From an optimization exercise on the open Yosys and OpenROAD flow, aimed at small area, a short achievable clock period and few clock cycles per item; shortcuts taken in it are not production practice.
At most, simulation tests tie the RTL to the original design; equivalence was not proved.
Power figures rest on the tool's default switching activity, not on a simulated workload.

==> flow/design.v (excerpt) <==
module chip8_instruction_execute_top #(
    parameter int unsigned STACK_DEPTH = 16
) (
    input  wire logic        aclk,
    input  wire logic        aresetn,
    input  wire logic        cfg_valid,
    output logic             cfg_ready,
    input  wire logic [11:0] cfg_start_address,
    input  wire logic        s_valid,
    output logic             s_ready,
    input  wire logic [15:0] s_instruction,
    output logic             m_valid,
    input  wire logic        m_ready,
    output logic [11:0]      m_pc_value,
    output logic [11:0]      m_index_value,
    output logic             m_reg_written,
    output logic [3:0]       m_reg_number,
    output logic [7:0]       m_vreg_data,
    output logic             m_flag_written,
    output logic             m_flag_value,
    output logic [1:0]       m_status
);
For scale: ~1500 cells after synthesis, roughly 77 I/O pins, about 21000 um2 of cells after synthesis.
==> flow/config.mk <==
export PLATFORM = sky130hd
export DESIGN_NAME = chip8_instruction_execute_top
export DESIGN_NICKNAME = chip8_instruction_execute_top
export VERILOG_FILES = /design/flow/design.v
export SDC_FILE = /design/flow/constraint.sdc
export NUM_CORES = 4
export LEC_CHECK = 0
export ABC_CLOCK_PERIOD_IN_PS = 2500
export CAP_MARGIN = 20
export CORE_MARGIN = 2
export CORE_UTILIZATION = 40
export SETUP_SLACK_MARGIN = 4.3
export SLEW_MARGIN = 20
export TNS_END_PERCENT = 5
==> flow/constraint.sdc <==
create_clock -name core_clock -period 7.0 [get_ports {aclk}]
set_input_delay 1.4000 -clock core_clock [delete_from_list [all_inputs] [get_ports {aclk}]]
set_output_delay 1.4000 -clock core_clock [all_outputs]
set_load 0.01 [all_outputs]
run.sh (not shown) runs the stock make flow with config.mk's settings and CLKGATE_MAP_FILE= SYNTH_SCRIPT=/design/flow/synth_recipe.tcl, a recipe that flattens the netlist after the stock synthesis.
The first run went through all stages and came out clean.
Edit:
- ABC_CLOCK_PERIOD_IN_PS: 2500 -> unset
- SETUP_SLACK_MARGIN: 4.3 -> unset
- TNS_END_PERCENT: 5 -> unset
=>
- The changed run finished with timing, DRC and antenna clean
- design area shrinks by 5.2%
- die area stays the same
- non-clock buffer count falls by 105
- power hardly moves
- utilization falls by 2.6 points
- synthesized cell count stays the same
- worst hold slack gets better by 16 ps
Function was not checked in any run of this note: the RTL went through the layout flow alone.


Another version of the RTL of chip8_instruction_execute_top (not shown whole).
Size: roughly 2100 cells after synthesis, ~450 flip-flops, roughly 21000 um^2 of cells after synthesis.
==> flow/config.mk <==
export PLATFORM = sky130hd
export DESIGN_NAME = chip8_instruction_execute_top
export DESIGN_NICKNAME = chip8_instruction_execute_top
export VERILOG_FILES = /design/flow/design.v
export SDC_FILE = /design/flow/constraint.sdc
export NUM_CORES = 4
export LEC_CHECK = 0
export ABC_AREA = 1
export ABC_CLOCK_PERIOD_IN_PS = 2500
export CAP_MARGIN = 0
export CORE_MARGIN = 2
export CORE_UTILIZATION = 55
export CTS_CLUSTER_DIAMETER = 100
export CTS_CLUSTER_SIZE = 25
export SETUP_SLACK_MARGIN = 4.5
export SLEW_MARGIN = 0
export TNS_END_PERCENT = 20
==> flow/constraint.sdc <==
create_clock -name core_clock -period 7.0 [get_ports {aclk}]
set_input_delay 1.4000 -clock core_clock [delete_from_list [all_inputs] [get_ports {aclk}]]
set_output_delay 1.4000 -clock core_clock [all_outputs]
set_load 0.01 [all_outputs]
standard.sh (not shown) runs the stock make flow with config.mk's settings and CLKGATE_MAP_FILE= SYNTH_SCRIPT=/design/flow/synth_recipe.tcl, a recipe that flattens the netlist after the stock synthesis.
==> flow/flow/run.sh <==
#!/bin/bash
# The standard layout, with plain buffers (instead of the delay cells the
# resizer picks by default) on the input and output ports.
set -euo pipefail
bash standard.sh BUFFER_PORTS_ARGS="-buffer_cell sky130_fd_sc_hd__buf_2" finish > standard_flow.log 2>&1
The starting point finished clean.
Testbench counts at the start, summed over its fixed seeds: cycles 12,024, items 12,000.
==> next run, changes <==
Settings changed: ABC_AREA 1 to default, CAP_MARGIN 0 to 20, CORE_UTILIZATION 55 to 40, CTS_CLUSTER_SIZE 25 to 20, SLEW_MARGIN 0 to 20, TNS_END_PERCENT 20 to 5.
After rerunning: Wire length fell by 0.62%. Sequential power stays flat. Area after synthesis rose by 2.3%.
==> next run, changes <==
Settings changed: ABC_AREA from default to 1, CORE_UTILIZATION 40 to 55, CTS_CLUSTER_SIZE 20 to 25, TNS_END_PERCENT 5 to 20.
The changed run ran to the end with no violations.
Core utilization rose by 16 points.
Setup slack improves by 0.040 ns.
Die area fell by about 30%.
Wire length is higher by about 0.6%.
==> next run, changes <==
Settings changed: CORE_UTILIZATION 55 to 65, CTS_CLUSTER_SIZE 25 to 20.
The new run finished with timing, DRC and antenna clean; total power came out higher by a few percent; cell area came out higher by a few percent; wire length came out lower by a few percent; setup slack gets better by 0.049 ns; fmax came out higher slightly; count of clock-buffer cells in the layout came out higher by 9; clock skew barely changes.


chip8_instruction_execute_top, a different RTL version from the one above (not shown whole).
For scale: ~2,100 cells after synthesis, roughly 77 I/O pins.
clock: 7.0 ns
lec_check: 0
abc_area: 1
abc_clock_period_in_ps: 2500
cap_margin: 20
core_margin: 2
core_utilization: 70
cts_cluster_diameter: 100
cts_cluster_size: 25
setup_slack_margin: 4.5
slew_margin: 20
tns_end_percent: 20
Scripts as last shown in full above: flow/flow/run.sh
The first run passed the timing, DRC and antenna checks.
Testbench counts at the start, summed over its fixed seeds: cycles 12,024, items 12,000.
Rerun with:
- CORE_UTILIZATION: 70 -> 62
- SETUP_SLACK_MARGIN: 4.5 -> 4.35
The changed run went through all stages and came out clean.
Worst setup slack gets worse by 26 ps.
Count of clock-buffer cells in the layout falls by 7.
Clock skew went down by 10 ps.
Die area went up by about 13%.
Synthesized area does not change.
Design area drops by about 1.3%.
Synthesized cell count does not change.
Final cell count rises by about 1.2%.
Worst hold slack stays flat.
Sequential share of layout area goes up by 0.75 points.


Starting RTL as in the previous note.
==> flow/design.v (excerpt) <==
module chip8_instruction_execute_top #(
    parameter int unsigned STACK_DEPTH = 16
) (
    input  wire logic        aclk,
    input  wire logic        aresetn,
    input  wire logic        cfg_valid,
    output logic             cfg_ready,
    input  wire logic [11:0] cfg_start_address,
    input  wire logic        s_valid,
    output logic             s_ready,
    input  wire logic [15:0] s_instruction,
    output logic             m_valid,
    input  wire logic        m_ready,
    output logic [11:0]      m_pc_value,
    output logic [11:0]      m_index_value,
    output logic             m_reg_written,
    output logic [3:0]       m_reg_number,
    output logic [7:0]       m_vreg_data,
    output logic             m_flag_written,
    output logic             m_flag_value,
    output logic [1:0]       m_status
);
==> flow/config.mk <==
export PLATFORM = sky130hd
export DESIGN_NAME = chip8_instruction_execute_top
export DESIGN_NICKNAME = chip8_instruction_execute_top
export VERILOG_FILES = /design/flow/design.v
export SDC_FILE = /design/flow/constraint.sdc
export NUM_CORES = 4
export LEC_CHECK = 0
export ABC_AREA = 1
export ABC_CLOCK_PERIOD_IN_PS = 2500
export CAP_MARGIN = 20
export CORE_MARGIN = 2
export CORE_UTILIZATION = 62
export CTS_CLUSTER_DIAMETER = 100
export CTS_CLUSTER_SIZE = 25
export SETUP_SLACK_MARGIN = 4.6
export SLEW_MARGIN = 20
export TNS_END_PERCENT = 20
==> flow/constraint.sdc <==
create_clock -name core_clock -period 7.0 [get_ports {aclk}]
set_input_delay 1.4000 -clock core_clock [delete_from_list [all_inputs] [get_ports {aclk}]]
set_output_delay 1.4000 -clock core_clock [all_outputs]
set_load 0.01 [all_outputs]
Scripts as last shown in full above: flow/flow/run.sh
The baseline finished with timing, DRC and antenna clean.
Testbench counts at the start, summed over its fixed seeds: cycles 12,024, items 12,000.
Change:
CORE_UTILIZATION = 66   (was 62)
SETUP_SLACK_MARGIN = 4.4   (was 4.6)
Outcome: The changed run finished clean. Clock-buffer cell count increases by 7. Power decreases slightly. Cell count decreases by a few percent. Area after synthesis does not change.
Change:
CORE_UTILIZATION = 62   (was 66)
Clock power hardly moves.
First-iteration DRC count shrinks by 19%.
Power shrinks by 0.72%.
Via count shrinks by 2.3%.
Synthesized cell count does not change.
Fmax grows by 1.0%.
Area after synthesis stays the same.
Combinational power shrinks by about 2%.
Worst setup slack gains 0.027 ns.
Change:
SETUP_SLACK_MARGIN = 4.6   (was 4.4)
TNS_END_PERCENT = 50   (was 20)
Effect: The changed run completed without violations. Clock-buffer cell count came out higher by 7. Via count came out higher by 4.2%. Die area is unchanged. Non-clock buffer count came out higher by 77. Setup slack is better by 0.043 ns. Register-to-register slack is about the same. Synthesized area stays the same. Wire length came out higher by 5.5%. Final area came out higher by 5.6%. Global-route usage came out higher by 0.22 points. Power came out higher by 4.4%.
Change:
CORE_UTILIZATION = 55   (was 62)
SETUP_SLACK_MARGIN = 4.5   (was 4.6)
TNS_END_PERCENT = 20   (was 50)
Effect:
- The new run completed without violations
- power falls by 2.4%
- flip-flop and latch count stays the same
- global-route usage shrinks by 2.2 points
- cell area goes down by 3.3%
- utilization goes down by 10 points
- clock skew hardly moves
- clock power is about the same
- worst hold slack hardly moves
- clock-buffer cell count stays the same
- wire length rises by 0.65%
- via count fell by 3.2%


RTL: one of the versions met above, not the one the previous note started from.
Size in the first run: about 77 I/O pins.
Settings: LEC_CHECK=0, ABC_CLOCK_PERIOD_IN_PS=2500, CAP_MARGIN=20, CORE_MARGIN=2, CORE_UTILIZATION=40, SETUP_SLACK_MARGIN=4.5, SLEW_MARGIN=20, TNS_END_PERCENT=5; clock period 7.0 ns.
run.sh (not shown) runs the stock make flow with config.mk's settings and CLKGATE_MAP_FILE= SYNTH_SCRIPT=/design/flow/synth_recipe.tcl, a recipe that flattens the netlist after the stock synthesis.
Stock flow here: none of the scripts above is used.
The first run completed with no timing, DRC or antenna violations.
Next try:
==> flow/flow/run.sh (new file) <==
#!/bin/bash
# The standard layout, with plain buffers (instead of the delay cells the
# resizer picks by default) on the input and output ports.
set -euo pipefail
bash standard.sh BUFFER_PORTS_ARGS="-buffer_cell sky130_fd_sc_hd__buf_2" finish > standard_flow.log 2>&1
==> flow/standard.sh (new file) <==
#!/bin/bash
# synth_recipe.tcl (not shown) runs the flow's synth.tcl, then flattens the netlist and writes it again
# the make line also repeats each setting of config.mk as NAME=value (left out here)
make -C /OpenROAD-flow-scripts/flow DESIGN_CONFIG=/design/flow/config.mk WORK_HOME=/design/flow/orfs CLKGATE_MAP_FILE= SYNTH_SCRIPT=/design/flow/synth_recipe.tcl "${@:-finish}"
removed: flow/run.sh
What happened:
- The new run passed the timing, DRC and antenna checks
- clock skew went down by 0.0066 ns
- setup slack gets worse by 0.073 ns
- clock power drops by a little under a tenth
- final area goes down by a few percent
- die area is unchanged
- global-route usage falls by 0.47 points
- clock-buffer cell count increases by 3
- core utilization came out lower by 2.0 points
- synthesized cell count does not change
- worst hold slack hardly moves
No functional check of the RTL was part of any run of this note.

re-timing with driven ports:
In the flow no input, the clock included, has a driving cell. The finished layouts below were timed again as built, in two steps.
Step 1 assumes that a clkbuf_16 drives the clock port and a buf_2 every other input.
Step 2 also shifts input and output timing later by t, the mid clock arrival at the registers, as if the neighbouring blocks saw the same clock.
a / b / c = ideal ports / drivers / drivers and shift; a / b = the first two.
run	t, ns	setup WS [ns]	hold slack, ns	worst register clock-pin slew, ns	worst data-port slew with drivers (ns)
the first run of note 1	0.658	4.040 / 3.979 / 3.625	0.456 / 0.456 / 0.456	0.07 / 0.07	0.05
the second run of note 1	0.649	3.049 / 3.086 / 2.437	0.472 / 0.472 / 0.472	0.07 / 0.07	0.08
the first run of note 2	0.615	4.279 / 4.222 / 3.732	0.453 / 0.453 / 0.453	0.10 / 0.10	0.05
the second run of note 2	0.647	4.239 / 4.239 / 3.743	0.477 / 0.477 / 0.477	0.09 / 0.09	0.07
the third run of note 2	0.615	4.279 / 4.222 / 3.732	0.453 / 0.453 / 0.453	0.10 / 0.10	0.05
the fourth run of note 2	0.615	4.327 / 4.274 / 3.744	0.456 / 0.456 / 0.456	0.09 / 0.09	0.05
the first run of note 3	0.603	4.292 / 4.237 / 3.781	0.459 / 0.459 / 0.459	0.11 / 0.11	0.08
the second run of note 3	0.592	4.265 / 4.265 / 3.814	0.459 / 0.459 / 0.459	0.10 / 0.10	0.05
the first run of note 4	0.599	4.316 / 4.276 / 3.894	0.459 / 0.459 / 0.459	0.11 / 0.11	0.06
the second run of note 4	0.599	4.299 / 4.246 / 3.778	0.455 / 0.455 / 0.455	0.11 / 0.11	0.07
the third run of note 4	0.591	4.325 / 4.271 / 3.805	0.460 / 0.460 / 0.460	0.10 / 0.10	0.05
the fourth run of note 4	0.606	4.369 / 4.314 / 3.997	0.451 / 0.451 / 0.451	0.12 / 0.12	0.05
the fifth run of note 4	0.605	4.255 / 4.198 / 3.970	0.450 / 0.450 / 0.450	0.11 / 0.11	0.05
the first run of note 5	0.646	4.281 / 4.221 / 3.704	0.471 / 0.471 / 0.471	0.07 / 0.07	0.05
the second run of note 5	0.647	4.208 / 4.210 / 3.600	0.473 / 0.473 / 0.473	0.07 / 0.07	0.06
After both steps every run listed still meets setup and hold. For the second run of note 1, which loses most, drivers alone change the setup slack by +0.037 ns; drivers and shift together by -0.612 ns.
